Context: an optimization exercise on an open-source flow, tuned for small area, a short achievable clock period and few clock cycles per item. The choices shown serve that exercise and are no tape-out recipe.
RTL that was checked went through simulation tests only; none was proved equivalent to the original.
No functional check of the RTL was part of run 6.

File: flow/flow/make.args
SETUP_SLACK_MARGIN=17.25
File: flow/flow/abc.script
+strash;dc2;&get,-n;&dch,-f;&nf,-R,1000;&put;
File: flow/constraint.sdc
create_clock -name core_clock -period 24.0 [get_ports {clk}]
set_input_delay 4.8000 -clock core_clock [delete_from_list [all_inputs] [get_ports {clk}]]
set_output_delay 4.8000 -clock core_clock [all_outputs]
set_load 0.01 [all_outputs]
File: flow/config.mk
export PLATFORM = sky130hd
export DESIGN_NAME = aes_cipher_core
export DESIGN_NICKNAME = aes_cipher_core
export VERILOG_FILES = /design/flow/design.v
export SDC_FILE = /design/flow/constraint.sdc
export NUM_CORES = 4
export LEC_CHECK = 0
export CAP_MARGIN = 20
export CORE_AREA = 2 2 246.26 246.8
export DIE_AREA = 0 0 248.26 248.8
export SLEW_MARGIN = 20
File: flow/standard.sh
#!/bin/bash
# synth_recipe.tcl (not shown) runs the flow's synth.tcl, then flattens the netlist and writes it again
# the make line also repeats each setting of config.mk as NAME=value (left out here)
make -C /OpenROAD-flow-scripts/flow DESIGN_CONFIG=/design/flow/config.mk WORK_HOME=/design/flow/orfs CLKGATE_MAP_FILE= SYNTH_SCRIPT=/design/flow/synth_recipe.tcl "${@:-finish}"
File: flow/flow/run.sh
#!/bin/bash
# Own layout flow: the standard flow (standard.sh), with two changes to how
# the layout is made:
#  * the final ABC mapping in synthesis uses an area-oriented script instead of
#    ORFS's (which maps this XOR-heavy design to nearly twice the area); every
#    step before it, and so every register and its name, is the standard one;
#  * the port buffers that global placement inserts are buf_1 cells.
# Each tool's output is written to a log of its own in the work folder.
set -euo pipefail
W=$PWD
ABC_SCRIPT=$(cat "$W/flow/abc.script")

cat > "$W/own_synth.tcl" <<EOT
proc abc {args} {
  set i [lsearch -exact \$args -script]
  if {\$i >= 0} { lset args [expr {\$i + 1}] {$ABC_SCRIPT} }
  yosys abc {*}\$args
}
source $W/synth_recipe.tcl
EOT

EXTRA=()
if [[ -f "$W/flow/make.args" ]]; then
  while IFS= read -r line; do
    [[ -n "$line" ]] && EXTRA+=("$line")
  done < "$W/flow/make.args"
fi

bash "$W/standard.sh" "SYNTH_SCRIPT=$W/own_synth.tcl" \
  "BUFFER_PORTS_ARGS=-buffer_cell sky130_fd_sc_hd__buf_1" \
  "${EXTRA[@]}" finish > "$W/flow_make.log" 2>&1
File: flow/design.v
module aes_sbox
(
    input  logic [7:0] in_byte,
    output logic [7:0] out_byte
);
    logic U0, U1, U2, U3, U4, U5, U6, U7;
    logic T1, T2, T3, T4, T5, T6, T7, T8, T9, T10, T11, T12, T13, T14;
    logic T15, T16, T17, T18, T19, T20, T21, T22, T23, T24, T25, T26, T27;
    logic M1, M2, M3, M4, M5, M6, M7, M8, M9, M10, M11, M12, M13, M14, M15, M16;
    logic M17, M18, M19, M20, M21, M22, M23, M24, M25, M26, M27, M28, M29, M30;
    logic M31, M32, M33, M34, M35, M36, M37, M38, M39, M40, M41, M42, M43, M44, M45;
    logic M46, M47, M48, M49, M50, M51, M52, M53, M54, M55, M56, M57, M58, M59;
    logic M60, M61, M62, M63;
    logic L0, L1, L2, L3, L4, L5, L6, L7, L8, L9, L10, L11, L12, L13, L14, L15;
    logic L16, L17, L18, L19, L20, L21, L22, L23, L24, L25, L26, L27, L28, L29;
    assign {U0, U1, U2, U3, U4, U5, U6, U7} = in_byte;
    assign T1  = U0 ^ U3;
    assign T2  = U0 ^ U5;
    assign T3  = U0 ^ U6;
    assign T4  = U3 ^ U5;
    assign T5  = U4 ^ U6;
    assign T6  = T1 ^ T5;
    assign T7  = U1 ^ U2;
    assign T8  = U7 ^ T6;
    assign T9  = U7 ^ T7;
    assign T10 = T6 ^ T7;
    assign T11 = U1 ^ U5;
    assign T12 = U2 ^ U5;
    assign T13 = T3 ^ T4;
    assign T14 = T6 ^ T11;
    assign T15 = T5 ^ T11;
    assign T16 = T5 ^ T12;
    assign T17 = T9 ^ T16;
    assign T18 = U3 ^ U7;
    assign T19 = T7 ^ T18;
    assign T20 = T1 ^ T19;
    assign T21 = U6 ^ U7;
    assign T22 = T7 ^ T21;
    assign T23 = T2 ^ T22;
    assign T24 = T2 ^ T10;
    assign T25 = T20 ^ T17;
    assign T26 = T3 ^ T16;
    assign T27 = T1 ^ T12;
    assign M1  = T13 & T6;
    assign M2  = T23 & T8;
    assign M3  = T14 ^ M1;
    assign M4  = T19 & U7;
    assign M5  = M4 ^ M1;
    assign M6  = T3 & T16;
    assign M7  = T22 & T9;
    assign M8  = T26 ^ M6;
    assign M9  = T20 & T17;
    assign M10 = M9 ^ M6;
    assign M11 = T1 & T15;
    assign M12 = T4 & T27;
    assign M13 = M12 ^ M11;
    assign M14 = T2 & T10;
    assign M15 = M14 ^ M11;
    assign M16 = M3 ^ M2;
    assign M17 = M5 ^ T24;
    assign M18 = M8 ^ M7;
    assign M19 = M10 ^ M15;
    assign M20 = M16 ^ M13;
    assign M21 = M17 ^ M15;
    assign M22 = M18 ^ M13;
    assign M23 = M19 ^ T25;
    assign M24 = M22 ^ M23;
    assign M25 = M22 & M20;
    assign M26 = M21 ^ M25;
    assign M27 = M20 ^ M21;
    assign M28 = M23 ^ M25;
    assign M29 = M28 & M27;
    assign M30 = M26 & M24;
    assign M31 = M20 & M23;
    assign M32 = M27 & M31;
    assign M33 = M27 ^ M25;
    assign M34 = M21 & M22;
    assign M35 = M24 & M34;
    assign M36 = M24 ^ M25;
    assign M37 = M21 ^ M29;
    assign M38 = M32 ^ M33;
    assign M39 = M23 ^ M30;
    assign M40 = M35 ^ M36;
    assign M41 = M38 ^ M40;
    assign M42 = M37 ^ M39;
    assign M43 = M37 ^ M38;
    assign M44 = M39 ^ M40;
    assign M45 = M42 ^ M41;
    assign M46 = M44 & T6;
    assign M47 = M40 & T8;
    assign M48 = M39 & U7;
    assign M49 = M43 & T16;
    assign M50 = M38 & T9;
    assign M51 = M37 & T17;
    assign M52 = M42 & T15;
    assign M53 = M45 & T27;
    assign M54 = M41 & T10;
    assign M55 = M44 & T13;
    assign M56 = M40 & T23;
    assign M57 = M39 & T19;
    assign M58 = M43 & T3;
    assign M59 = M38 & T22;
    assign M60 = M37 & T20;
    assign M61 = M42 & T1;
    assign M62 = M45 & T4;
    assign M63 = M41 & T2;
    assign L0  = M61 ^ M62;
    assign L1  = M50 ^ M56;
    assign L2  = M46 ^ M48;
    assign L3  = M47 ^ M55;
    assign L4  = M54 ^ M58;
    assign L5  = M49 ^ M61;
    assign L6  = M62 ^ L5;
    assign L7  = M46 ^ L3;
    assign L8  = M51 ^ M59;
    assign L9  = M52 ^ M53;
    assign L10 = M53 ^ L4;
    assign L11 = M60 ^ L2;
    assign L12 = M48 ^ M51;
    assign L13 = M50 ^ L0;
    assign L14 = M52 ^ M61;
    assign L15 = M55 ^ L1;
    assign L16 = M56 ^ L0;
    assign L17 = M57 ^ L1;
    assign L18 = M58 ^ L8;
    assign L19 = M63 ^ L4;
    assign L20 = L0 ^ L1;
    assign L21 = L1 ^ L7;
    assign L22 = L3 ^ L12;
    assign L23 = L18 ^ L2;
    assign L24 = L15 ^ L9;
    assign L25 = L6 ^ L10;
    assign L26 = L7 ^ L9;
    assign L27 = L8 ^ L10;
    assign L28 = L11 ^ L14;
    assign L29 = L11 ^ L17;
    assign out_byte[7] = L6 ^ L24;
    assign out_byte[6] = ~(L16 ^ L26);
    assign out_byte[5] = ~(L19 ^ L28);
    assign out_byte[4] = L6 ^ L21;
    assign out_byte[3] = L20 ^ L22;
    assign out_byte[2] = L25 ^ L29;
    assign out_byte[1] = ~(L13 ^ L27);
    assign out_byte[0] = ~(L6 ^ L23);
endmodule
module aes_mix_columns
(
    input  logic [127:0] in_block,
    input  logic         enable,
    output logic [127:0] delta
);
    function automatic logic [7:0] gf_xtime(input logic [7:0] a);
        gf_xtime = {a[6:0], 1'b0} ^ (a[7] ? 8'h1b : 8'h00);
    endfunction
    always_comb
    begin
        for (int c = 0; c < 4; c++)
        begin
            logic [7:0] a0, a1, a2, a3;
            logic [7:0] s01, s12, s23, s30, t;
            a0  = in_block[127 - 32*c      -: 8];
            a1  = in_block[127 - 32*c - 8  -: 8];
            a2  = in_block[127 - 32*c - 16 -: 8];
            a3  = in_block[127 - 32*c - 24 -: 8];
            s01 = a0 ^ a1;
            s12 = a1 ^ a2;
            s23 = a2 ^ a3;
            s30 = a3 ^ a0;
            t   = s01 ^ s23;
            delta[127 - 32*c      -: 8] = (t ^ gf_xtime(s01)) & {8{enable}};
            delta[127 - 32*c - 8  -: 8] = (t ^ gf_xtime(s12)) & {8{enable}};
            delta[127 - 32*c - 16 -: 8] = (t ^ gf_xtime(s23)) & {8{enable}};
            delta[127 - 32*c - 24 -: 8] = (t ^ gf_xtime(s30)) & {8{enable}};
        end
    end
endmodule
module aes_round_datapath
(
    input  logic         clk,
    input  logic         op_load,
    input  logic         op_mix,
    input  logic [127:0] plain_text,
    input  logic [127:0] round_key,
    output logic [127:0] state
);
    logic [127:0] sub_block;
    logic [127:0] shifted;
    logic [127:0] delta;
    for (genvar i = 0; i < 16; i++)
    begin : g_sbox
        aes_sbox sbox_i (
            .in_byte  (state[127 - 8*i -: 8]),
            .out_byte (sub_block[127 - 8*i -: 8])
        );
    end
    always_comb
    begin
        for (int c = 0; c < 4; c++)
        begin
            for (int r = 0; r < 4; r++)
            begin
                shifted[127 - 8*(4*c + r) -: 8] = sub_block[127 - 8*(4*((c + r) % 4) + r) -: 8];
            end
        end
    end
    aes_mix_columns mix_columns_i (
        .in_block  (shifted),
        .enable    (op_mix),
        .delta     (delta)
    );
    always_ff @(posedge clk)
    begin
        state <= (op_load ? plain_text : shifted) ^ delta ^ round_key;
    end
endmodule
module aes_round_ctrl
(
    input  logic       clk,
    input  logic       reset_n,
    input  logic       start,
    output logic       op_load,
    output logic       op_mix,
    output logic [3:0] round_num,
    output logic       valid
);
    logic [3:0] count;
    logic       done;
    always_ff @(posedge clk or negedge reset_n)
    begin
        if (!reset_n)
        begin
            count <= 4'd0;
            done  <= 1'b0;
        end
        else
        begin
            done <= (count == 4'd10);
            if (count == 4'd0)
            begin
                count <= (start && !done) ? 4'd1 : 4'd0;
            end
            else if (count == 4'd10)
            begin
                count <= 4'd0;
            end
            else
            begin
                count <= count + 4'd1;
            end
        end
    end
    assign op_load   = (count == 4'd0);
    assign op_mix    = (count != 4'd0) && (count != 4'd10);
    assign round_num = count;
    assign valid     = done;
endmodule
module aes_cipher_core
(
    input  logic         clk,
    input  logic         reset_n,
    input  logic         start,
    input  logic [127:0] plain_text,
    input  logic [127:0] round_key,
    output logic [3:0]   round_num,
    output logic         valid,
    output logic [127:0] cipher_text
);
    logic op_load;
    logic op_mix;
    aes_round_ctrl round_ctrl_i (
        .clk       (clk),
        .reset_n   (reset_n),
        .start     (start),
        .op_load   (op_load),
        .op_mix    (op_mix),
        .round_num (round_num),
        .valid     (valid)
    );
    aes_round_datapath round_datapath_i (
        .clk        (clk),
        .op_load    (op_load),
        .op_mix     (op_mix),
        .plain_text (plain_text),
        .round_key  (round_key),
        .state      (cipher_text)
    );
endmodule
==> flow_summary_export.csv, run 1 <==
group,metric,value,unit
status,status,"timing/DRC/antenna clean",
grt,grt_max_degree,111,
clocking,numCtsBuffers,17,
worst_setup_path,end_kind,"flip-flop",
yosys,syn_warnings,3,
drt,vias_per_cell,4.87,
worst_setup_path,arrival,6.68,ns
yosys,seq_area_frac_synth,0.112,
worst_setup_path,critical_path.most_common_cell,"xnor2_1",
clocking,cts_buffer_depth,2,
worst_setup_path,worstSetupPathDepth,22,
layout,insertedDiodeCount,0,
place,post-place-cells,4262,
clocking,worstSkewPairLatency,0.49,ns
yosys,synth.avg_cell_area,7.78,um2
worst_setup_path,critical_path.top_delay_family,"XOR/XNOR gates",
timing,period_minus_slack,6.36,ns
yosys,post_synth_main_area_contributors,"xnor2_1, xor2_1, dfxtp_1, nor2_1, nand2_1",
worst_setup_path,path_cells,"xor2_1 > xor2_1 > xor2_1 > clkinv_1 > ha_1 > xnor2_1 > xnor2_1 > xnor2_2 > nor2_1 > mux2_1 > a21oi_1 > xnor2_1 > xnor2_1 > nor2b_1 > xnor2_2 > xnor2_1 > xnor2_2 > xor2_1 > xor2_2 > nor2_1 > a211oi_1 > xnor2_1",
timing,worst_slew_pin_slew,0.963,ns
drt,routed_wl,77.1,mm
yosys,synth.lib_cells_used.distinct,37,
yosys,netlist_instances,3094,
timing,count_of_final_max_slew_check_failures,0,
clocking,cts_tree,"built",
layout,fillCellCount,6031,
yosys,ys_ff_latch,133,
grt,grt_pass1_wl,115,mm
timing,holdWs,0.450,ns
place,place_ws,17.34,ns
place,replace_congestion,0.976,
layout,final_nets,3802,
yosys,synthXorXnorAreaFrac,0.628,
worst_hold_path,holdCritPathClass,"flip-flop to flip-flop",
yosys,synth.cell_area,0.0241,mm2
layout,area_growth,14.8,%
yosys,synth_simple_gate_area_share,0.144,
timing,setup_total_negative_slack,0,ns
clocking,h-tree-depth,4,
drt,drt_pass1_iterations,5,
grt,grt_overflow,0,
floorplanning,core-area,0.0590,mm2
floorplanning,dieHeight,249,um
drt,detail_route.wl_per_cell,18.0,um
yosys,synth_flop_cell,"dfxtp_1",
yosys,synth_top_family_by_area,"XOR/XNOR gates",
floorplanning,initial_core_util,0.408,
grt,grt_antenna_before_repair,1,
timing,finalWorstSetupSlack,17.64,ns
timing,report.final.setup_viol,0,
yosys,synth.top_cell.area_share,0.432,
layout,drive_above_1_share,0.0284,
worst_setup_path,setup.worst_path.class,"flip-flop to flip-flop",
yosys,synth_top_area_cell,"xnor2_1",
clocking,cts_root_buf,"clkbuf_16",
timing,max_slew_margin,0.358,
clocking,clock-sinks,133,
yosys,synth-edff-count,0,
timing,fin_hold_viols,0,
yosys,async_flop_share,0.0376,
layout,layoutNonFillerInstCount,4293,
worst_setup_path,regToRegSetupSlack,17.64,ns
floorplanning,ios,392,
timing,maxClockFrequency,0.157,GHz
worst_setup_path,critical_path_peak_fanout,7,
worst_setup_path,worst_path_max_delay_cell,"dfxtp_1",
yosys,synthTopCellsByCount,"xnor2_1, xor2_1, nor2_1, nand2_1, dfxtp_1",
yosys,synth_fa_ha_area_frac,0.0182,
clocking,worst_setup_hold_path_clk_slew,0.06,ns
drt,route.vias.total,20900,
floorplanning,row_count,89,
yosys,post-synth-top-count-cell,"xnor2_1",
drt,initialDrtViolationCount,1130,
worst_setup_path,setup.worst_path.start_class,"flip-flop",
clocking,cts.repair_timing.setup_buffer_count,0,
timing,timing.final.crit_share,0.265,
worst_setup_path,reg2regPathDepth,22,
job,number_of_max_capacitance_violations_reported,0,
worst_hold_path,worstHoldPathCells,1,
worst_setup_path,timing.critical_path.required,24.32,ns
grt,grt.total_usage,0.243,
timing,clock_skew,0.0148,ns
yosys,multiplexer_share_of_the_synthesized_area,0.0225,
worst_setup_path,critical_path.max_stage_delay,0.48,ns
grt,first_global_vias,20300,
place,final_hpwl_dp,65.3,mm
drt,drc_violation_count_after_routing,0,
timing,grt_setup_unrepaired,"true",
floorplanning,die-width,248,um
drt,detail-route-antenna-nets,0,
worst_setup_path,cp.buffers_inverters,1,
yosys,synth-compound-area-share,0.0688,
place,numPortBuffers,391,
floorplanning,die_area,0.0618,mm2
yosys,mappedNetlistNets,3388,
==> registers in the layout, indices dropped and copies added (netlist names) <==
register and flops:
round_ctrl_i.count 4, round_ctrl_i.done 1, round_datapath_i.state 128
==> layer usage <==
layer	vias up	share of wire	GRT usage	wire (um)
li1	10700	-	-	-
met1	9642	0.46	0.324	35700
met2	528	0.46	0.397	35300
met3	92	0.053	0.0405	4080
met4	0	0.026	0.0719	1980
met5	-	0	0	0
==> what timing repair did <==
item | 4_1_cts | 5_1_grt
resized for setup | 0 | 62
hold buffers | 0 | 0
endpoints found under the setup margin | 0 | 96
==> metrics by stage <==
step                      area (um2)  utilization
after floorplan                24100            -
after global placement         26600        0.450
after detailed placement       26600        0.450
after CTS                      27200        0.460
after global routing           27600        0.468
final                          27600        0.468
==> cell families after synthesis <==
| kind of cell | after synthesis |
|---|---|
| buffers and inverters | 43 |
| and+or+nand+nor | 823 |
| DFF | 133 |
| adders and majority gates | 35 |
| xor gates and xnor gates | 1727 |
| muxes | 54 |
| AOI/OAI and AO/OA | 279 |
==> worst reg2reg max path, cell delays in order, from the launching register on <==
cell	delay (ns)
dfxtp_1	0.48
xor2_1	0.38
xor2_1	0.44
xor2_1	0.31
clkinv_1	0.11
ha_1	0.20
xnor2_1	0.29
xnor2_1	0.16
xnor2_2	0.29
nor2_1	0.13
mux2_1	0.30
a21oi_1	0.29
xnor2_1	0.26
xnor2_1	0.14
nor2b_1	0.17
xnor2_2	0.32
xnor2_1	0.17
xnor2_2	0.36
xor2_1	0.37
xor2_2	0.35
nor2_1	0.09
a211oi_1	0.28
xnor2_1	0.32
==> cells in the final DEF, fill, tap and decap left out, types with 35 or more instances in the layout <==
| master | netlist | routed |
|---|---|---|
| buf_1 | 0 | 391 |
| dfxtp_1 | 128 | 128 |
| xor2_1 | 539 | 526 |
| nor2b_1 | 36 | 36 |
| o21ai_0 | 79 | 78 |
| mux2i_1 | 53 | 53 |
| a21oi_1 | 105 | 105 |
| nand2b_1 | 58 | 58 |
| clkinv_1 | 43 | 43 |
| a211oi_1 | 53 | 53 |
| xnor2_1 | 1188 | 1139 |
| ha_1 | 35 | 35 |
| nor2_1 | 424 | 424 |
| xnor2_2 | 0 | 49 |
| nand2_1 | 236 | 235 |
==> area by class of cell <==
class / count / area [um2] / area share
multi-input combinational: 2918 / 21700 / 0.786
sequential: 133 / 2690 / 0.0972
timing repair buffer: 395 / 1500 / 0.0542
tap: 773 / 967 / 0.0350
clock buffer: 18 / 439 / 0.0159
inverter: 43 / 161 / 0.00584
clock inverter: 13 / 159 / 0.00575
==> final timing paths <==
path                                             from                    endpoint
hold / removal                      round_ctrl_i.done       round_ctrl_i.count[0]
setup reg to reg           round_datapath_i.state[63]  round_datapath_i.state[49]
min in group asynchronous                     reset_n       round_ctrl_i.count[3]
setup / recovery           round_datapath_i.state[63]  round_datapath_i.state[49]
hold reg to reg                     round_ctrl_i.done       round_ctrl_i.count[0]
max in group asynchronous                     reset_n       round_ctrl_i.count[0]
Testbench counts, summed over its fixed seeds: cycles 2,304, blocks 192.
==> run 2: changes to the inputs <==
==> flow/flow/make.args (replaced) <==
SETUP_SLACK_MARGIN=17.5
==> flow_summary_export.csv, run 2 <==
group,metric,value,unit
status,status,"timing/DRC/antenna clean",
clocking,cts_root_buf,"clkbuf_16",
layout,layout.area.seq,0.00269,mm2
timing,report.final.setup_viol,0,
job,number_of_max_capacitance_violations_reported,0,
yosys,synth_simple_gate_area_share,0.144,
worst_setup_path,setup.worst_path.start_class,"flip-flop",
yosys,synth_top_family_by_area,"XOR/XNOR gates",
worst_hold_path,holdCritPathClass,"flip-flop to flip-flop",
yosys,synth.avg_cell_area,7.78,um2
worst_setup_path,critical_path_peak_fanout,4,
worst_setup_path,critical_path.reg2reg.startpoint,"round_datapath_i.state[63]",
worst_setup_path,setup.worst_path.class,"flip-flop to output pin",
layout,multi_input_area,0.0222,mm2
drt,detail-route-antenna-nets,0,
grt,grt.total_usage,0.243,
grt,grt_max_degree,111,
yosys,synth_fa_ha_area_frac,0.0182,
worst_setup_path,regToRegSetupSlack,17.90,ns
clocking,h-tree-depth,4,
clocking,worstSkewPairLatency,0.49,ns
clocking,numCtsBuffers,17,
yosys,synth_top_area_cell,"xnor2_1",
place,numPortBuffers,391,
place,place_ws,17.34,ns
timing,clock_skew,0.0155,ns
timing,setup_total_negative_slack,0,ns
yosys,synth-edff-count,0,
clocking,clock-sinks,133,
grt,grt_antenna_before_repair,1,
layout,drive_above_1_share,0.0449,
timing,count_of_final_max_slew_check_failures,0,
layout,final_nets,3802,
yosys,syn_warnings,3,
drt,detail_route.wl_per_cell,18.0,um
clocking,cts_tree,"built",
worst_setup_path,path_cells,"buf_1",
worst_setup_path,timing.critical_path.required,19.20,ns
floorplanning,core-area,0.0590,mm2
yosys,synth_flop_cell,"dfxtp_1",
yosys,netlist_instances,3094,
layout,fillCellCount,5982,
worst_setup_path,end_kind,"output pin",
timing,grt_setup_unrepaired,"false",
worst_setup_path,worst_path_max_delay_cell,"dfxtp_1",
yosys,post_synth_main_area_contributors,"xnor2_1, xor2_1, dfxtp_1, nor2_1, nand2_1",
timing,finalWorstSetupSlack,17.79,ns
clocking,worst_setup_hold_path_clk_slew,0.06,ns
drt,routed_wl,77.3,mm
worst_setup_path,reg2regPathDepth,22,
timing,worst_slew_pin_slew,0.949,ns
yosys,synth.top_cell.area_share,0.432,
drt,drt_pass1_iterations,5,
layout,commonest_cells_after_routing_fill_and_taps_aside,"xnor2_1, xor2_1, nor2_1",
worst_hold_path,hold_path_end,"round_ctrl_i.count[0]",
place,replace_congestion,0.976,
floorplanning,die_area,0.0618,mm2
layout,largestRegisters,"round_datapath_i.state: 128 flops, round_ctrl_i.count: 4 flops, round_ctrl_i.done: 1 flops",
timing,maxClockFrequency,0.161,GHz
worst_setup_path,worstSetupPathDepth,1,
yosys,synth-compound-area-share,0.0688,
floorplanning,dieHeight,249,um
yosys,seq_area_frac_synth,0.112,
clocking,cts.repair_timing.setup_buffer_count,0,
timing,period_minus_slack,6.21,ns
grt,grt_overflow,0,
yosys,post-synth-top-count-cell,"xnor2_1",
layout,most_common_cell_after_layout_fill_and_taps_aside,"xnor2_1",
layout,area_growth,16.6,%
worst_setup_path,arrival,1.41,ns
layout,finish.utilization,0.476,
timing,max_slew_margin,0.367,
floorplanning,ios,392,
yosys,synth.cell_area,0.0241,mm2
yosys,async_flop_share,0.0376,
worst_setup_path,critical_path.max_stage_delay,0.57,ns
floorplanning,row_count,89,
drt,initialDrtViolationCount,1176,
layout,largest_register_ffs,128,
place,final_hpwl_dp,65.3,mm
yosys,ys_ff_latch,133,
yosys,synthTopCellsByCount,"xnor2_1, xor2_1, nor2_1, nand2_1, dfxtp_1",
yosys,mappedNetlistNets,3388,
floorplanning,die-width,248,um
worst_setup_path,rr_endpoint,"round_datapath_i.state[49]",
timing,fin_hold_viols,0,
yosys,synth.lib_cells_used.distinct,37,
drt,route.vias.total,20900,
layout,largest-register,"round_datapath_i.state",
yosys,multiplexer_share_of_the_synthesized_area,0.0225,
drt,drc_violation_count_after_routing,0,
yosys,synthXorXnorAreaFrac,0.628,
worst_hold_path,holdCritStartpoint,"round_ctrl_i.done",
worst_hold_path,worstHoldPathCells,1,
worst_setup_path,critical_path.top_delay_family,"flip-flops",
drt,vias_per_cell,4.87,
worst_setup_path,cp.buffers_inverters,1,
floorplanning,initial_core_util,0.408,
layout,insertedDiodeCount,0,
clocking,cts_buffer_depth,2,
grt,grt_pass1_wl,115,mm
timing,timing.final.crit_share,0.259,
grt,first_global_vias,20300,
-- run 2: cell counts after synthesis --
Identical to the previous run, type by type.
-- run 2: logic make-up (layout without fill, tap and decap cells) --
family,count (synthesis),after routing
buf+inv,43,469
compound gates,279,279
simple gates,823,823
fa+ha+maj,35,35
xor+xnor,1727,1727
mux,54,54
flops,133,133
-- run 2: cell type report --
| cell class | instances | area share |
|---|---|---|
| clock buffers | 18 | 0.0156 |
| multi-input cells | 2918 | 0.789 |
| repair buffers | 395 | 0.0533 |
| clock inverters | 13 | 0.00566 |
| inverters | 43 | 0.00575 |
| well taps | 773 | 0.0345 |
| flip-flops and latches | 133 | 0.0957 |
-- run 2: worst max path at each step --
stage	startpoint	to	slack (ns)
after floorplan	round_ctrl_i.count[0]	round_datapath_i.state[0]	18.32
after global placement	round_datapath_i.state[63]	round_datapath_i.state[49]	17.31
after detailed placement	round_datapath_i.state[63]	round_datapath_i.state[39]	17.34
after CTS	round_datapath_i.state[63]	round_datapath_i.state[42]	17.45
after global routing	round_datapath_i.state[39]	round_datapath_i.state[2]	17.44
final	round_datapath_i.state[108]	cipher_text[108]	17.79
-- run 2: per-stage QoR --
| step | hold slack (ns) | cell area, um2 | std cells |
|---|---|---|---|
| detailed placement | 0.455 | 26600 | 4262 |
| finish | 0.450 | 28100 | 4293 |
| CTS | 0.456 | 27300 | 4293 |
| global placement | 0.438 | 26600 | 4262 |
| global route | 0.494 | 28100 | 4293 |
| floorplan | 0.493 | 24100 | 3094 |
-- run 2: timing repair --
action	4_1_cts	5_1_grt
setup endpoints to repair	24	124
resized for setup	14	108
hold buffers	0	0
-- run 2: per-layer routing --
layer | wire [um] | up-vias | global-route usage
li1 | - | 10600 | -
met2 | 35400 | 551 | 0.397
met4 | 2070 | 0 | 0.0752
met3 | 4330 | 91 | 0.0405
met1 | 35500 | 9608 | 0.323
met5 | 0 | - | 0
==> run 3: changes to the inputs <==
--- a/flow/config.mk
+++ b/flow/config.mk
@@ -8,4 +8,6 @@
 export CAP_MARGIN = 20
 export CORE_AREA = 2 2 246.26 246.8
+export CTS_CLUSTER_DIAMETER = 120
+export CTS_CLUSTER_SIZE = 40
 export DIE_AREA = 0 0 248.26 248.8
 export SLEW_MARGIN = 20
==> flow_summary_export.csv, run 3 <==
group,metric,value,unit
layout,area_growth,16.6,%
worst_hold_path,hold_path_end,"round_ctrl_i.count[0]",
timing,timing.final.crit_share,0.259,
worst_setup_path,critical_path_peak_fanout,4,
yosys,synth.top_cell.area_share,0.432,
layout,multi_input_area,0.0222,mm2
yosys,ys_ff_latch,133,
clocking,numCtsBuffers,17,
clocking,cts_root_buf,"clkbuf_16",
grt,grt.busiest_layer,"met2",
yosys,post_synth_main_area_contributors,"xnor2_1, xor2_1, dfxtp_1, nor2_1, nand2_1",
yosys,async_flop_share,0.0376,
grt,grt.total_usage,0.243,
drt,vias_per_cell,4.87,
job,number_of_max_capacitance_violations_reported,0,
timing,clock_skew,0.0155,ns
drt,initialDrtViolationCount,1176,
clocking,cts_tree,"built",
layout,insertedDiodeCount,0,
timing,count_of_final_max_slew_check_failures,0,
yosys,synth_top_area_cell,"xnor2_1",
yosys,synth_flop_cell,"dfxtp_1",
grt,grt_overflow,0,
clocking,clock-sinks,133,
layout,largest_register_ffs,128,
timing,holdWs,0.450,ns
worst_setup_path,setup.worst_path.start_class,"flip-flop",
clocking,worst_setup_hold_path_clk_slew,0.06,ns
worst_setup_path,arrival,1.41,ns
layout,final_nets,3802,
yosys,post-synth-top-count-cell,"xnor2_1",
worst_setup_path,critical_path.max_stage_delay,0.57,ns
yosys,synth.cell_area,0.0241,mm2
worst_setup_path,setup.worst_path.class,"flip-flop to output pin",
grt,grt_pass1_wl,115,mm
floorplanning,die_area,0.0618,mm2
yosys,seq_area_frac_synth,0.112,
timing,setup_total_negative_slack,0,ns
worst_setup_path,timing.critical_path.required,19.20,ns
drt,detail_route.wl_per_cell,18.0,um
worst_setup_path,cp.buffers_inverters,1,
grt,met3_grt_util,0.0405,
clocking,cts_buffer_depth,2,
layout,largest-register,"round_datapath_i.state",
yosys,synth.lib_cells_used.distinct,37,
timing,grt_setup_unrepaired,"false",
clocking,h-tree-depth,4,
grt,grt_antenna_before_repair,1,
clocking,worstSkewPairLatency,0.49,ns
timing,report.final.setup_viol,0,
layout,commonest_cells_after_routing_fill_and_taps_aside,"xnor2_1, xor2_1, nor2_1",
drt,drc_violation_count_after_routing,0,
yosys,synth-edff-count,0,
place,replace_congestion,0.976,
grt,first_global_vias,20300,
timing,fin_hold_viols,0,
worst_setup_path,rr_endpoint,"round_datapath_i.state[49]",
yosys,netlist_instances,3094,
place,numPortBuffers,391,
grt,met2_usage,0.397,
drt,drt_pass1_iterations,5,
layout,most_common_cell_after_layout_fill_and_taps_aside,"xnor2_1",
timing,max_slew_margin,0.367,
worst_setup_path,critical_path.reg2reg.startpoint,"round_datapath_i.state[63]",
worst_setup_path,path_cells,"buf_1",
worst_setup_path,worstSetupPathDepth,1,
yosys,syn_warnings,3,
floorplanning,dieHeight,249,um
worst_setup_path,critical_path.top_delay_family,"flip-flops",
place,final_hpwl_dp,65.3,mm
yosys,synthTopCellsByCount,"xnor2_1, xor2_1, nor2_1, nand2_1, dfxtp_1",
layout,fillCellCount,5982,
floorplanning,ios,392,
worst_setup_path,regToRegSetupSlack,17.90,ns
worst_hold_path,holdCritStartpoint,"round_ctrl_i.done",
drt,route.vias.total,20900,
clocking,cts-hold-fix-buffers,0,
worst_setup_path,end_kind,"output pin",
layout,largestRegisters,"round_datapath_i.state: 128 flops, round_ctrl_i.count: 4 flops, round_ctrl_i.done: 1 flops",
layout,drive_above_1_share,0.0449,
floorplanning,initial_core_util,0.408,
timing,period_minus_slack,6.21,ns
worst_hold_path,worstHoldPathCells,1,
timing,worst_slew_pin_slew,0.949,ns
status,status,"timing/DRC/antenna clean",
layout,layout.area.seq,0.00269,mm2
worst_setup_path,worst_path_max_delay_cell,"dfxtp_1",
floorplanning,row_count,89,
floorplanning,core-area,0.0590,mm2
yosys,mappedNetlistNets,3388,
grt,grt_max_degree,111,
drt,detail-route-antenna-nets,0,
grt,use_met1,0.323,
worst_setup_path,reg2regPathDepth,22,
drt,routed_wl,77.3,mm
timing,maxClockFrequency,0.161,GHz
worst_hold_path,holdCritPathClass,"flip-flop to flip-flop",
floorplanning,die-width,248,um
yosys,synth.avg_cell_area,7.78,um2
[run 3: cell counts in the layout (fill, tap and decap cells not counted)]
No cell type changed its count.
[run 3: what timing repair did]
action	CTS	global route
endpoints found under the setup margin	24	124
resized for setup	14	108
setup buffers	0	0
[run 3: kinds of logic (layout without fill, tap and decap cells)]
kind of cell | count (synthesis) | count (layout) | synth area share
xor+xnor | 1727 | 1727 | 0.628
simple gates | 823 | 823 | 0.144
compound gates | 279 | 279 | 0.0688
flops | 133 | 133 | 0.112
mux | 54 | 54 | 0.0225
buf+inv | 43 | 469 | 0.00670
fa+ha+maj | 35 | 35 | 0.0182
[run 3: area by class of cell]
cell class / count / area share
Multi-Input combinational cell: 2918 / 0.789
Clock inverter: 13 / 0.00566
Timing Repair Buffer: 395 / 0.0533
Sequential cell: 133 / 0.0957
Inverter: 43 / 0.00575
Clock buffer: 18 / 0.0156
Tap cell: 773 / 0.0345
[run 3: layer usage]
layer	wire, um	vias up
met1	35500	9608
met3	4330	91
met4	2070	0
met5	0	-
li1	-	10600
met2	35400	551
[run 3: worst max-delay path by stage]
stage | startpoint | endpoint
after CTS | round_datapath_i.state[63] | round_datapath_i.state[42]
after detailed placement | round_datapath_i.state[63] | round_datapath_i.state[39]
after floorplan | round_ctrl_i.count[0] | round_datapath_i.state[0]
final | round_datapath_i.state[108] | cipher_text[108]
after global routing | round_datapath_i.state[39] | round_datapath_i.state[2]
after global placement | round_datapath_i.state[63] | round_datapath_i.state[49]
[run 3: through the flow]
stage | area, um2 | setup slack [ns] | cells | util
detailed placement | 26600 | 17.34 | 4262 | 0.450
CTS | 27300 | 17.45 | 4293 | 0.462
floorplan | 24100 | 18.32 | 3094 | -
global placement | 26600 | 17.31 | 4262 | 0.450
finish | 28100 | 17.79 | 4293 | 0.476
global route | 28100 | 17.44 | 4293 | 0.476
==> run 4: changes to the inputs <==
==> flow/flow/abc.script (replaced) <==
+strash;&get,-n;&dch,-f;&nf,-R,1000;&put;
--- a/flow/config.mk
+++ b/flow/config.mk
@@ -7,7 +7,5 @@
 export LEC_CHECK = 0
 export CAP_MARGIN = 20
-export CORE_AREA = 2 2 246.26 246.8
-export CTS_CLUSTER_DIAMETER = 120
-export CTS_CLUSTER_SIZE = 40
-export DIE_AREA = 0 0 248.26 248.8
+export CORE_AREA = 2 2 219.12 219.6
+export DIE_AREA = 0 0 221.12 221.6
 export SLEW_MARGIN = 20
==> flow_summary_export.csv, run 4 <==
group,metric,value,unit
status,status,"timing/DRC/antenna clean",
yosys,post_synth_main_area_contributors,"xnor2_1, xor2_1, dfxtp_1, nor2_1, nand2_1",
grt,grt_max_degree,97,
yosys,synth-edff-count,0,
clocking,cts_buffer_depth,2,
grt,grt_antenna_before_repair,2,
clocking,clock-sinks,133,
layout,area_growth,16.7,%
yosys,synth.lib_cells_used.distinct,30,
drt,drt_pass1_iterations,5,
clocking,h-tree-depth,4,
grt,grt_pass1_wl,115,mm
worst_setup_path,worst_path_max_delay_cell,"dfxtp_1",
yosys,ys_ff_latch,133,
clocking,numCtsBuffers,17,
worst_setup_path,critical_path.max_stage_delay,0.63,ns
worst_hold_path,holdCritPathClass,"flip-flop to flip-flop",
yosys,syn_warnings,3,
yosys,netlist_instances,3033,
timing,maxClockFrequency,0.161,GHz
worst_setup_path,cp.buffers_inverters,1,
place,final_hpwl_dp,61.8,mm
timing,timing.final.crit_share,0.259,
yosys,synth_flop_cell,"dfxtp_1",
timing,period_minus_slack,6.22,ns
layout,drive_above_1_share,0.0520,
grt,first_global_vias,21200,
clocking,cts_tree,"built",
layout,final_nets,3743,
drt,route.vias.total,20900,
timing,setup_total_negative_slack,0,ns
layout,largest_register_ffs,128,
timing,fin_hold_viols,0,
floorplanning,core-area,0.0466,mm2
floorplanning,dieHeight,222,um
yosys,post-synth-top-count-cell,"xnor2_1",
drt,detail-route-antenna-nets,0,
clocking,cts_root_buf,"clkbuf_16",
drt,vias_per_cell,5.12,
drt,detail_route.wl_per_cell,18.2,um
timing,count_of_final_max_slew_check_failures,0,
clocking,worstSkewPairLatency,0.51,ns
yosys,async_flop_share,0.0376,
drt,initialDrtViolationCount,1257,
clocking,worst_setup_hold_path_clk_slew,0.07,ns
worst_setup_path,path_cells,"buf_1",
floorplanning,die-width,221,um
place,place_ws,16.98,ns
floorplanning,die_area,0.0490,mm2
yosys,synth.avg_cell_area,7.90,um2
floorplanning,row_count,79,
worst_setup_path,timing.critical_path.required,19.20,ns
floorplanning,ios,392,
drt,routed_wl,74.3,mm
worst_setup_path,end_kind,"output pin",
clocking,cts-hold-fix-buffers,0,
job,number_of_max_capacitance_violations_reported,0,
timing,worst_slew_pin_slew,0.986,ns
timing,grt_setup_unrepaired,"true",
worst_setup_path,arrival,1.42,ns
worst_setup_path,setup.worst_path.class,"flip-flop to output pin",
worst_setup_path,critical_path_peak_fanout,6,
timing,max_slew_margin,0.342,
timing,clock_skew,0.0182,ns
grt,grt.total_usage,0.296,
yosys,synth.top_cell.area_share,0.457,
worst_setup_path,setup.worst_path.start_class,"flip-flop",
yosys,synth_top_area_cell,"xnor2_1",
layout,largestRegisters,"round_datapath_i.state: 128 flops, round_ctrl_i.count: 4 flops, round_ctrl_i.done: 1 flops",
timing,holdWs,0.560,ns
layout,commonest_cells_after_routing_fill_and_taps_aside,"xnor2_1, xor2_1, buf_1",
layout,most_common_cell_after_layout_fill_and_taps_aside,"xnor2_1",
timing,finalWorstSetupSlack,17.78,ns
layout,largest-register,"round_datapath_i.state",
yosys,seq_area_frac_synth,0.112,
place,numPortBuffers,391,
yosys,synth.cell_area,0.0240,mm2
place,replace_congestion,0.969,
timing,report.final.setup_viol,0,
grt,grt_overflow,0,
drt,drc_violation_count_after_routing,0,
worst_setup_path,critical_path.top_delay_family,"flip-flops",
yosys,mappedNetlistNets,3327,
floorplanning,initial_core_util,0.515,
yosys,synthTopCellsByCount,"xnor2_1, xor2_1, nor2_1, nand2_1, dfxtp_1",
layout,fillCellCount,4346,
-- run 4: cell count changes in the layout (fill, tap and decap cells not counted), sizes merged, moves of 4 or more --
cell | previous run | this run
xnor2 | 1188 | 1250
nor2 | 424 | 369
nand2 | 236 | 270
o21ai | 79 | 50
and2 | 27 | 12
nand3 | 15 | 3
a21oi | 105 | 94
and3 | 10 | 0
nor3 | 10 | 2
xor2 | 539 | 531
a211oi | 53 | 58
clkinv | 50 | 45
mux2i | 53 | 57
o211a | 4 | 0
-- run 4: path summary, 6_finish.rpt --
path	from	end	slack [ns]	cells after the start
hold reg to reg	round_ctrl_i.done	round_ctrl_i.count[0]	0.56	3
setup reg to reg	round_datapath_i.state[57]	round_datapath_i.state[55]	17.80	21
min in group asynchronous	reset_n	round_ctrl_i.count[3]	4.14	1
max in group asynchronous	reset_n	round_ctrl_i.count[0]	19.62	1
hold / removal	round_ctrl_i.done	round_ctrl_i.count[0]	0.56	3
setup / recovery	round_datapath_i.state[104]	cipher_text[104]	17.78	1
-- run 4: worst register-to-register path: cells and delay by family, from the launching register on --
| kind | cells | cell delay (ns) |
|---|---|---|
| XOR/XNOR | 15 | 4.52 |
| flip-flops | 1 | 0.47 |
| AO/OA/AOI/OAI | 2 | 0.56 |
| AND/OR/NAND/NOR | 3 | 0.35 |
| adder cells (fa/ha/maj) | 1 | 0.22 |
-- run 4: logic make-up (layout without fill, tap and decap cells) --
logic type,Yosys count,count (layout),share of synthesized area
xor+xnor,1782,1782,0.652
simple gates,752,752,0.129
compound gates,234,234,0.0585
flops,133,133,0.112
mux,57,57,0.0238
buf+inv,40,469,0.00626
fa+ha+maj,35,35,0.0183
other cells,0,1,0
-- run 4: cell type report --
cell class                 count  area (um2)  share of cell area
clock buffer                  20         457              0.0163
multi-input combinational   2860       22200               0.793
sequential                   133        2690              0.0962
clock inverter                12         200             0.00716
inverter                      40         155             0.00555
timing repair buffer         397        1510              0.0541
antenna                        1        2.50           0.0000895
tap                          607         759              0.0272
-- run 4: per-layer routing --
| metal | track usage | part of all wire |
|---|---|---|
| met1 | 0.383 | 0.45 |
| met2 | 0.494 | 0.47 |
| met3 | 0.0492 | 0.052 |
| met4 | 0.108 | 0.033 |
| met5 | 0 | 0 |
-- run 4: repair_timing --
| item | CTS | global route |
|---|---|---|
| resized for setup | 28 | 113 |
| setup endpoints to repair | 46 | 116 |
| pin swaps | 0 | 4 |
| buffers inserted | 0 | 2 |
-- run 4: metrics by stage --
stage,instance area (um2),instances,util
finish,28000,4070,0.601
CTS,27100,4067,0.583
detailed placement,26300,4035,0.564
global route,28000,4069,0.601
floorplan,24000,3033,-
global placement,26300,4035,0.564
==> run 5: changes to the inputs <==
==> flow/run.sh (new file) <==
#!/bin/bash
# synth_recipe.tcl (not shown) runs the flow's synth.tcl, then flattens the netlist and writes it again
# the make line also repeats each setting of config.mk as NAME=value (left out here)
make -C /OpenROAD-flow-scripts/flow DESIGN_CONFIG=/design/flow/config.mk WORK_HOME=/design/flow/orfs CLKGATE_MAP_FILE= SYNTH_SCRIPT=/design/flow/synth_recipe.tcl finish
--- a/flow/config.mk
+++ b/flow/config.mk
@@ -7,5 +7,5 @@
 export LEC_CHECK = 0
 export CAP_MARGIN = 20
-export CORE_AREA = 2 2 219.12 219.6
-export DIE_AREA = 0 0 221.12 221.6
+export CORE_MARGIN = 2
+export CORE_UTILIZATION = 40
 export SLEW_MARGIN = 20
removed: flow/flow/run.sh
removed: flow/flow/abc.script
removed: flow/flow/make.args
removed: flow/standard.sh
==> flow_summary_export.csv, run 5 <==
group,metric,value,unit
timing,timing.final.crit_share,0.341,
grt,grt.total_usage,0.271,
yosys,synth_flop_cell,"dfxtp_1",
worst_setup_path,path_cells,"nor2b_1 > nor2_1 > xnor2_1 > xnor2_1 > inv_1 > ha_1 > xnor3_1 > xnor3_1 > nand2_1 > a2bb2oi_1 > nor4b_1 > nor4_1 > xnor3_1 > xnor2_1 > xnor3_2 > xnor2_1 > nor2_1 > xnor2_1",
worst_setup_path,critical_path_peak_fanout,16,
yosys,synth.cell_area,0.0406,mm2
grt,grt_overflow,0,
timing,count_of_final_max_slew_check_failures,0,
worst_setup_path,critical_path.most_common_cell,"xnor2_1",
timing,holdWs,0.562,ns
worst_setup_path,cp.buffers_inverters,1,
floorplanning,core-area,0.100,mm2
layout,largest_register_ffs,128,
layout,largestRegisters,"round_datapath_i.state: 128 flops, round_ctrl_i.count: 4 flops, round_ctrl_i.done: 1 flops",
worst_setup_path,arrival,8.56,ns
drt,drc_violation_count_after_routing,0,
grt,grt_pass1_wl,224,mm
clocking,cts_tree,"built",
timing,report.final.setup_viol,0,
layout,area_growth,13.4,%
floorplanning,die-width,323,um
clocking,h-tree-depth,4,
layout,commonest_cells_after_routing_fill_and_taps_aside,"xnor2_1, nor2_1, nand2_1",
worst_hold_path,holdCritStartpoint,"round_ctrl_i.done",
status,status,"timing/DRC/antenna clean",
layout,most_common_cell_after_layout_fill_and_taps_aside,"xnor2_1",
grt,grt_max_degree,63,
timing,max_slew_margin,0.274,
clocking,worst_setup_hold_path_clk_slew,0.07,ns
floorplanning,dieHeight,323,um
grt,grt_antenna_before_repair,1,
clocking,cts_resized,0,
timing,maxClockFrequency,0.122,GHz
drt,drt_pass1_iterations,6,
place,final_hpwl_dp,114,mm
clocking,worstSkewPairLatency,0.52,ns
yosys,synthTopCellsByCount,"xnor2_1, nor2_1, nand2_1, xor2_1, a21oi_1",
worst_setup_path,end_kind,"flip-flop",
yosys,synth.lib_cells_used.distinct,119,
worst_hold_path,holdCritPathClass,"flip-flop to flip-flop",
place,numPortBuffers,391,
yosys,post-synth-top-count-cell,"xnor2_1",
worst_setup_path,setup.worst_path.class,"flip-flop to flip-flop",
worst_setup_path,timing.critical_path.required,24.37,ns
worst_setup_path,setup.worst_path.start_class,"flip-flop",
timing,setup_total_negative_slack,0,ns
yosys,netlist_instances,5325,
layout,largest-register,"round_datapath_i.state",
floorplanning,ios,392,
timing,clock_skew,0.0169,ns
worst_setup_path,regToRegSetupSlack,15.81,ns
job,number_of_max_capacitance_violations_reported,0,
yosys,async_flop_share,0.0376,
drt,vias_per_cell,5.83,
yosys,ys_ff_latch,133,
worst_hold_path,worstHoldPathCells,2,
worst_setup_path,critical_path.reg2reg.startpoint,"round_datapath_i.state[87]",
worst_setup_path,reg2regPathDepth,18,
yosys,synth-edff-count,0,
grt,first_global_vias,37200,
place,post-place-cells,6813,
timing,fin_hold_viols,0,
layout,layoutNonFillerInstCount,6847,
place,replace_congestion,0.965,
layout,fillCellCount,10100,
clocking,cts_buffer_depth,2,
clocking,clock-sinks,133,
clocking,cts_root_buf,"clkbuf_16",
worst_hold_path,hold_path_end,"round_ctrl_i.count[0]",
clocking,cts.repair_timing.setup_buffer_count,0,
yosys,post_synth_main_area_contributors,"xnor2_1, xor2_1, dfxtp_1, xnor3_1, nor2_1",
floorplanning,initial_core_util,0.404,
timing,worst_slew_pin_slew,1.08,ns
layout,drive_above_1_share,0.0718,
clocking,numCtsBuffers,17,
yosys,synth.avg_cell_area,7.63,um2
drt,detail_route.wl_per_cell,21.3,um
yosys,syn_warnings,3,
worst_setup_path,rr_endpoint,"round_datapath_i.state[98]",
yosys,synth.top_cell.area_share,0.224,
worst_setup_path,critical_path.top_delay_family,"XOR/XNOR gates",
worst_setup_path,critical_path.max_stage_delay,1.00,ns
drt,detail-route-antenna-nets,0,
drt,initialDrtViolationCount,4460,
timing,period_minus_slack,8.19,ns
yosys,synth_top_area_cell,"xnor2_1",
drt,route.vias.total,39900,
timing,grt_setup_unrepaired,"false",
drt,routed_wl,146,mm
yosys,mappedNetlistNets,5619,
yosys,seq_area_frac_synth,0.0662,
clocking,cts-hold-fix-buffers,0,
floorplanning,row_count,116,
layout,final_nets,5770,
worst_setup_path,worst_path_max_delay_cell,"dfxtp_1",
floorplanning,die_area,0.104,mm2
worst_setup_path,worstSetupStartpoint,"round_datapath_i.state[87]",
-- run 5: cell types whose count changed after synthesis, moves of 127 or more --
cell,change
o21ai_0,+257
a21oi_1,+249
xnor2_1,-212
clkbuf_1,+166
nand2_1,+162
buf_2,+147
nor3_1,+127
-- run 5: worst register-to-register path, cell delays in order (launching register included) --
cell,delay [ns]
dfxtp_1,1.00
nor2b_1,0.16
nor2_1,0.79
xnor2_1,0.48
xnor2_1,0.43
inv_1,0.12
ha_1,0.31
xnor3_1,0.65
xnor3_1,0.77
nand2_1,0.21
a2bb2oi_1,0.23
nor4b_1,0.21
nor4_1,0.90
xnor3_1,0.54
xnor2_1,0.21
xnor3_2,0.35
xnor2_1,0.19
nor2_1,0.07
xnor2_1,0.43
-- run 5: kinds of logic after synthesis --
logic type | Yosys count | share of synthesized area
buf+inv | 414 | 0.0446
fa+ha+maj | 55 | 0.0157
xor+xnor | 1711 | 0.440
simple gates | 1476 | 0.167
mux | 171 | 0.0432
flops | 133 | 0.0662
compound gates | 1365 | 0.223
-- run 5: per-layer routing --
metal / vias up / GRT usage / routed length [um] / part of all wire
met5: - / 0 / 0 / 0
met4: 0 / 0.0784 / 4070 / 0.028
met3: 197 / 0.0386 / 10100 / 0.069
met2: 1676 / 0.447 / 67600 / 0.46
met1: 18900 / 0.365 / 64200 / 0.44
li1: 19100 / - / - / -
-- run 5: through the flow --
step                setup WS (ns)  utilization  area (um2)
global route                15.46        0.458       46000
finish                      15.81        0.458       46000
global placement            15.90        0.452       45400
CTS                         15.99        0.458       46000
floorplan                   18.12            -       40600
detailed placement          16.10        0.452       45400
-- run 5: cell type report --
class                      instances  area, um2  area share
timing repair buffer             489       4650       0.101
clock buffer                      20        458     0.00995
antenna                            1       2.50   0.0000543
clock inverter                    12        144     0.00312
tap                             1357       1700      0.0369
sequential                       133       2690      0.0584
multi-input combinational       4778      36200       0.786
inverter                          57        214     0.00465
-- run 5: worst max-delay path by stage --
stage                                        to  cells after the start  slack [ns]
floorplan           round_datapath_i.state[108]                     21       18.12
global placement    round_datapath_i.state[108]                     20       15.90
detailed placement  round_datapath_i.state[108]                     20       16.10
CTS                 round_datapath_i.state[108]                     20       15.99
global route        round_datapath_i.state[108]                     20       15.46
finish               round_datapath_i.state[98]                     18       15.81
==> run 6: changes to the inputs <==
--- a/flow/design.v
+++ b/flow/design.v
@@ -225,5 +225,4 @@
 );
     logic [3:0] count;
-    logic       done;
     always_ff @(posedge clk or negedge reset_n)
     begin
@@ -231,21 +230,16 @@
         begin
             count <= 4'd0;
-            done  <= 1'b0;
+        end
+        else if (count == 4'd0)
+        begin
+            count <= start ? 4'd1 : 4'd0;
+        end
+        else if (count == 4'd11)
+        begin
+            count <= 4'd0;
         end
         else
         begin
-            done <= (count == 4'd10);
-            if (count == 4'd0)
-            begin
-                count <= (start && !done) ? 4'd1 : 4'd0;
-            end
-            else if (count == 4'd10)
-            begin
-                count <= 4'd0;
-            end
-            else
-            begin
-                count <= count + 4'd1;
-            end
+            count <= count + 4'd1;
         end
     end
@@ -253,5 +247,5 @@
     assign op_mix    = (count != 4'd0) && (count != 4'd10);
     assign round_num = count;
-    assign valid     = done;
+    assign valid     = (count == 4'd11);
 endmodule
 module aes_cipher_core
==> flow_summary_export.csv, run 6 <==
group,metric,value,unit
floorplanning,die-width,326,um
worst_setup_path,critical_path.most_common_cell,"xnor2_1",
timing,maxClockFrequency,0.128,GHz
drt,drc_violation_count_after_routing,0,
grt,grt_pass1_wl,242,mm
worst_setup_path,setup.worst_path.class,"flip-flop to flip-flop",
layout,commonest_cells_after_routing_fill_and_taps_aside,"xnor2_1, nor2_1, nand2_1",
yosys,ys_ff_latch,132,
floorplanning,row_count,118,
yosys,synth_top_area_cell,"xnor2_1",
grt,grt_antenna_before_repair,4,
place,final_hpwl_dp,126,mm
yosys,post_synth_main_area_contributors,"xnor2_1, xor2_1, xnor3_1, dfxtp_1, xnor2_2",
timing,report.final.setup_viol,0,
yosys,synthTopCellsByCount,"xnor2_1, nor2_1, nand2_1, xor2_1, a21oi_1",
yosys,synth.avg_cell_area,7.77,um2
yosys,synth.lib_cells_used.distinct,123,
floorplanning,core-area,0.103,mm2
layout,fillCellCount,10400,
timing,worst_slew_pin_slew,1.14,ns
yosys,synth.cell_area,0.0414,mm2
yosys,synth_flop_cell,"dfxtp_1",
drt,drt_pass1_iterations,8,
timing,fin_hold_viols,0,
yosys,netlist_instances,5329,
floorplanning,initial_core_util,0.402,
place,numPortBuffers,391,
clocking,cts.repair_timing.setup_buffer_count,0,
timing,finalWorstSetupSlack,16.19,ns
worst_setup_path,worstSetupStartpoint,"round_datapath_i.state[42]",
clocking,cts_buffer_depth,2,
worst_setup_path,worst_path_max_delay_cell,"dfxtp_1",
worst_setup_path,regToRegSetupSlack,16.19,ns
place,place_ws,16.42,ns
drt,detail-route-antenna-nets,0,
timing,count_of_final_max_slew_check_failures,0,
layout,most_common_cell_after_layout_fill_and_taps_aside,"xnor2_1",
worst_setup_path,timing.critical_path.required,24.38,ns
worst_setup_path,path_cells,"xnor2_2 > xnor2_1 > xor2_1 > ha_1 > xnor2_1 > xnor2_1 > xnor3_1 > nor2_1 > o211ai_1 > o311ai_1 > a211oi_2 > xor2_2 > xnor3_1 > xor2_1 > xor3_1 > xnor2_1 > nor2_1 > xnor2_1",
worst_setup_path,critical_path.max_stage_delay,1.06,ns
grt,grt.total_usage,0.290,
yosys,synth.top_cell.area_share,0.201,
worst_setup_path,rr_endpoint,"round_datapath_i.state[116]",
layout,largest_register_ffs,128,
yosys,syn_warnings,3,
layout,drive_above_1_share,0.0774,
worst_setup_path,critical_path.endpoint,"round_datapath_i.state[116]",
yosys,seq_area_frac_synth,0.0643,
yosys,post-synth-top-count-cell,"xnor2_1",
worst_hold_path,holdCritPathClass,"flip-flop to flip-flop",
yosys,async_flop_share,0.0303,
clocking,worst_setup_hold_path_clk_slew,0.08,ns
timing,grt_setup_unrepaired,"false",
timing,setup_total_negative_slack,0,ns
job,number_of_max_capacitance_violations_reported,0,
grt,first_global_vias,37900,
floorplanning,dieHeight,326,um
yosys,synth-edff-count,0,
layout,area_growth,12.8,%
drt,routed_wl,161,mm
grt,grt_overflow,0,
clocking,numCtsBuffers,17,
clocking,worstSkewPairLatency,0.52,ns
worst_setup_path,worstSetupPathDepth,18,
grt,grt_max_degree,58,
worst_setup_path,cp.buffers_inverters,0,
drt,detail_route.wl_per_cell,23.4,um
status,status,"timing/DRC/antenna clean",
layout,multi_input_area,0.0369,mm2
clocking,clock-sinks,132,
timing,max_slew_margin,0.239,
worst_setup_path,critical_path.reg2reg.startpoint,"round_datapath_i.state[42]",
timing,clock_skew,0.0189,ns
yosys,mappedNetlistNets,5623,
clocking,cts_tree,"built",
worst_setup_path,end_kind,"flip-flop",
layout,largest-register,"round_datapath_i.state",
drt,vias_per_cell,5.98,
floorplanning,ios,392,
clocking,cts_root_buf,"clkbuf_16",
timing,period_minus_slack,7.81,ns
worst_setup_path,critical_path.top_delay_family,"XOR/XNOR gates",
place,replace_congestion,0.996,
drt,initialDrtViolationCount,5454,
worst_setup_path,critical_path_peak_fanout,22,
clocking,cts-hold-fix-buffers,0,
clocking,cts_resized,0,
clocking,h-tree-depth,4,
layout,finish.utilization,0.453,
layout,layout.area.seq,0.00266,mm2
layout,largestRegisters,"round_datapath_i.state: 128 flops, round_ctrl_i.count: 4 flops",
worst_setup_path,reg2regPathDepth,18,
timing,timing.final.crit_share,0.326,
layout,final_nets,5763,
floorplanning,die_area,0.106,mm2
drt,route.vias.total,41000,
worst_setup_path,setup.worst_path.start_class,"flip-flop",
worst_setup_path,arrival,8.20,ns
[run 6: logic make-up after synthesis]
| logic type | share of synthesized area |
|---|---|
| flip-flops | 0.0643 |
| buffers and inverters | 0.0467 |
| adder cells (fa/ha/maj) | 0.0157 |
| AO/OA/AOI/OAI | 0.219 |
| AND/OR/NAND/NOR | 0.167 |
| multiplexers | 0.0350 |
| XOR/XNOR | 0.452 |
[run 6: layout make-up]
| class | count | area share |
|---|---|---|
| sequential | 132 | 0.0570 |
| antenna | 2 | 0.000107 |
| inverter | 49 | 0.00394 |
| clock buffer | 17 | 0.00911 |
| multi-input combinational | 4781 | 0.789 |
| clock inverter | 14 | 0.00407 |
| tap | 1380 | 0.0370 |
| timing repair buffer | 488 | 0.0994 |
[run 6: worst min-delay path by stage]
stage | slack [ns] | endpoint | depth (start not counted) | start
finish | 0.57 | round_ctrl_i.count[0] | 1 | round_ctrl_i.count[0]
global route | 0.59 | round_ctrl_i.count[0] | 1 | round_ctrl_i.count[0]
CTS | 0.58 | round_ctrl_i.count[0] | 1 | round_ctrl_i.count[0]
detailed placement | 0.57 | round_ctrl_i.count[0] | 1 | round_ctrl_i.count[0]
global placement | 0.56 | round_ctrl_i.count[0] | 1 | round_ctrl_i.count[0]
floorplan | 0.56 | round_ctrl_i.count[0] | 1 | round_ctrl_i.count[0]
[run 6: through the flow]
stage | area [um2] | hold slack (ns) | instances
2_1_floorplan | 41400 | 0.564 | 5329
3_3_place_gp | 46100 | 0.559 | 6830
3_5_place_dp | 46100 | 0.566 | 6830
4_1_cts | 46700 | 0.582 | 6861
5_1_grt | 46700 | 0.593 | 6861
6_report | 46700 | 0.570 | 6863
[run 6: metal layers]
layer	vias to the layer above	part of all wire	track usage
li1	19200	-	-
met1	19700	0.45	0.408
met2	1943	0.44	0.454
met3	208	0.085	0.0534
met4	4	0.027	0.0783
met5	-	0.00014	0

-- afterwards: timing with drivers on the ports --
The flow's constraints put no driver on any port. The routed layouts listed below were extracted and timed again, unchanged, in two steps.
Step 1 assumes that a clkbuf_16 drives the clock port and a buf_2 every other input.
Step 2 also shifts input and output timing later by t, the mid clock arrival at the registers, as if the neighbouring blocks saw the same clock.
a / b / c = ideal ports / drivers / drivers and shift; a / b = the first two.
run	t (ns)	slack for setup (ns)	worst setup path at the end	worst register clock-pin slew, ns
run 1	0.544	17.641 / 17.641 / 17.641	register to register	0.07 / 0.07
run 2	0.546	17.794 / 17.733 / 17.900	register to register	0.07 / 0.07
run 3	0.546	17.794 / 17.733 / 17.900	register to register	0.07 / 0.07
run 4	0.554	17.781 / 17.724 / 17.803	register to register	0.07 / 0.07
run 5	0.580	15.814 / 15.814 / 15.814	register to register	0.08 / 0.08
run 6	0.575	16.186 / 16.186 / 16.186	register to register	0.08 / 0.08
After both steps setup and hold are still met in every run listed.
